This design comes from an exercise in tuning for small area, a short achievable clock period and few clock cycles per item on the open sky130 flow, not from production work. Only simulation tests tie the RTL to the original design; equivalence was not proved.

== build 80 ==
## modular_exponentiation_core
module modular_exponentiation_core #(
    parameter int OPERAND_WIDTH = mexp_pkg::OPERAND_WIDTH_DEF
) (
    input  logic                            clk,
    input  logic                            rst_n,
    input  logic                            start,
    output logic                            busy,
    input  logic signed [OPERAND_WIDTH-1:0] base_value,
    input  logic        [OPERAND_WIDTH-1:0] exponent,
    input  logic        [OPERAND_WIDTH-1:0] modulus,
    output logic        [OPERAND_WIDTH-1:0] power_result,
    output logic                            modulus_zero,
    output logic                            done
);
clock: 9.0 ns
lec_check: 0
cap_margin: 20
core_margin: 2
core_utilization: 55
cts_cluster_diameter: 150
cts_cluster_size: 24
setup_slack_margin: 5
slew_margin: 20
synth_hierarchical: 1
synth_minimum_keep_size: 0
standard.sh (not shown) runs the stock make flow with config.mk's settings and CLKGATE_MAP_FILE= SYNTH_SCRIPT=/design/flow/synth_recipe.tcl, a recipe that flattens the netlist after the stock synthesis.
==> flow/flow/run.sh <==
#!/bin/bash
# Standard ORFS layout with two changes that leave the constraints alone:
# the port buffers are the smallest buffer cell, and the resizer aims for
# more setup slack than the clock period needs.
set -euo pipefail
bash standard.sh "BUFFER_PORTS_ARGS=-buffer_cell sky130_fd_sc_hd__buf_1" SETUP_SLACK_MARGIN=6.0 finish > orfs_make.log 2>&1
Every stage of the flow completed for build 80, and the final layout passed the timing, design-rule and antenna checks.
Testbench counts of build 80, summed over its fixed seeds: cycles 302,768, items 192.
[inputs] build 22 vs build 80
diff --git a/flow/flow/run.sh b/flow/flow/run.sh
--- a/flow/flow/run.sh
+++ b/flow/flow/run.sh
@@ -5,2 +5,2 @@
 set -euo pipefail
-bash standard.sh "BUFFER_PORTS_ARGS=-buffer_cell sky130_fd_sc_hd__buf_1" SETUP_SLACK_MARGIN=6.0 finish > orfs_make.log 2>&1
+bash standard.sh "BUFFER_PORTS_ARGS=-buffer_cell sky130_fd_sc_hd__buf_1" SETUP_SLACK_MARGIN=5.85 finish > orfs_make.log 2>&1
diff --git a/flow/config.mk b/flow/config.mk
--- a/flow/config.mk
+++ b/flow/config.mk
@@ -9,3 +9,3 @@
 export CORE_MARGIN = 2
-export CORE_UTILIZATION = 55
+export CORE_UTILIZATION = 40
 export CTS_CLUSTER_DIAMETER = 150
Findings:
Post-layout net count of build 22 falls short of that of build 80 slightly.
Cell count came out higher on build 22 than on build 80.
Width of the die ended up 31 um higher on build 22 than on build 80.
Sequential share of layout area on build 22 is up relative to build 80.
Sort build 80 and build 22 by number of antenna diodes, descending, and build 22 comes first.
fany_reg$_SDFFE_PP1P_ as the start point of the critical path was reported by build 80, and c_reg[0]$_SDFF_PP0_ by build 22.
Build 22 vs build 80 on critical path data arrival time: build 22 is the lower one.
Setup slack in build 22 vs build 80: down 65 ps
--- input diff build 22..build 73 ---
diff --git a/flow/flow/run.sh b/flow/flow/run.sh
--- a/flow/flow/run.sh
+++ b/flow/flow/run.sh
@@ -5,2 +5,2 @@
 set -euo pipefail
-bash standard.sh "BUFFER_PORTS_ARGS=-buffer_cell sky130_fd_sc_hd__buf_1" SETUP_SLACK_MARGIN=5.85 finish > orfs_make.log 2>&1
+bash standard.sh "BUFFER_PORTS_ARGS=-buffer_cell sky130_fd_sc_hd__buf_1" SETUP_SLACK_MARGIN=6.0 finish > orfs_make.log 2>&1
diff --git a/flow/config.mk b/flow/config.mk
--- a/flow/config.mk
+++ b/flow/config.mk
@@ -12,2 +12,4 @@
 export CTS_CLUSTER_SIZE = 24
+export GPL_ROUTABILITY_DRIVEN = 0
+export PLACE_DENSITY = 0.75
 export SETUP_SLACK_MARGIN = 5
### Flow results
Build 73 vs. build 22: non-clock buffer count rose by 39; depth of the CTS H-tree neither gained nor lost much; source-to-sink clock delay at the later pin of the worst-skew pair has remained practically unchanged.
Build 73 gives less critical path depth than build 22 did.
Final period demand of the worst path down 100 ps in build 73 wrt build 22
Comparing build 73 and build 22, the higher post-synthesis to final-layout area growth is on build 73.
Starting density of the core came out exactly the same in build 73 and build 22.
Comparing build 73 and build 22, final critical-path setup slack is higher on build 73.
[inputs] build 57 vs build 73
diff --git a/flow/config.mk b/flow/config.mk
--- a/flow/config.mk
+++ b/flow/config.mk
@@ -7,3 +7,3 @@
 export LEC_CHECK = 0
-export CAP_MARGIN = 20
+export CAP_MARGIN = 5
 export CORE_MARGIN = 2
@@ -12,6 +12,4 @@
 export CTS_CLUSTER_SIZE = 24
-export GPL_ROUTABILITY_DRIVEN = 0
-export PLACE_DENSITY = 0.75
 export SETUP_SLACK_MARGIN = 5
-export SLEW_MARGIN = 20
+export SLEW_MARGIN = 5
 export SYNTH_HIERARCHICAL = 1
==> comparison <==
- Area used by sequential logic in the layout across build 57 and build 73: no real change.
- Build 57 against build 73: largest net degree at the start of global routing now larger; via count now smaller.
Relative to build 57, the following input files were edited for build 95:
diff --git a/flow/flow/run.sh b/flow/flow/run.sh
--- a/flow/flow/run.sh
+++ b/flow/flow/run.sh
@@ -5,2 +5,2 @@
 set -euo pipefail
-bash standard.sh "BUFFER_PORTS_ARGS=-buffer_cell sky130_fd_sc_hd__buf_1" SETUP_SLACK_MARGIN=6.0 finish > orfs_make.log 2>&1
+bash standard.sh "BUFFER_PORTS_ARGS=-buffer_cell sky130_fd_sc_hd__buf_1" SETUP_SLACK_MARGIN=6.15 finish > orfs_make.log 2>&1
diff --git a/flow/config.mk b/flow/config.mk
--- a/flow/config.mk
+++ b/flow/config.mk
@@ -7,3 +7,3 @@
 export LEC_CHECK = 0
-export CAP_MARGIN = 5
+export CAP_MARGIN = 20
 export CORE_MARGIN = 2
@@ -13,3 +13,3 @@
 export SETUP_SLACK_MARGIN = 5
-export SLEW_MARGIN = 5
+export SLEW_MARGIN = 20
 export SYNTH_HIERARCHICAL = 1
### Flow results
Diff build 57 -> build 95 | initial antenna violation count | decrease of 1. Build 57 and build 95 ended up with nearly the same via total after detailed routing. Stage delay of the slowest cell on the critical path across build 57 and build 95: no real change. Build 95 reports a higher largest fanout on the critical path than build 57 does. Comparing the two runs side by side, build 95 comes out behind build 57 on total detailed-routing wirelength. Utilization build 57 -> build 95: up. In build 95 relative to build 57, detailed-placement wirelength estimate had gone down slightly.

[afterwards: timing with drivers on the ports]
In the flow no input, the clock included, has a driving cell. The finished layouts below were timed again as built, in two steps. Step 1 (the two cells are an assumption about what drives the block):
set clk [get_ports {clk}]
set_driving_cell -lib_cell sky130_fd_sc_hd__clkbuf_16 $clk
set_driving_cell -lib_cell sky130_fd_sc_hd__buf_2 [delete_from_list [all_inputs] $clk]
Step 2 times the ports against the registers' clock, not the clock port: input delays grow and output delays shrink by t, the midpoint of the rising clock arrivals with the driver on. a / b / c = ideal ports / drivers / drivers and shift; a / b = the first two.
| run | t, ns | slack for setup (ns) | clock arrival spread, ns |
|---|---|---|---|
| build 80 | 0.557 | 5.861 / 5.861 / 5.861 | 0.039 / 0.039 |
| build 22 | 0.559 | 5.796 / 5.796 / 5.796 | 0.032 / 0.032 |
| build 73 | 0.562 | 5.901 / 5.901 / 5.901 | 0.040 / 0.041 |
| build 57 | 0.555 | 5.956 / 5.937 / 5.956 | 0.041 / 0.041 |
| build 95 | 0.573 | 5.930 / 5.930 / 5.930 | 0.031 / 0.031 |
After both steps every run listed still meets setup and hold.
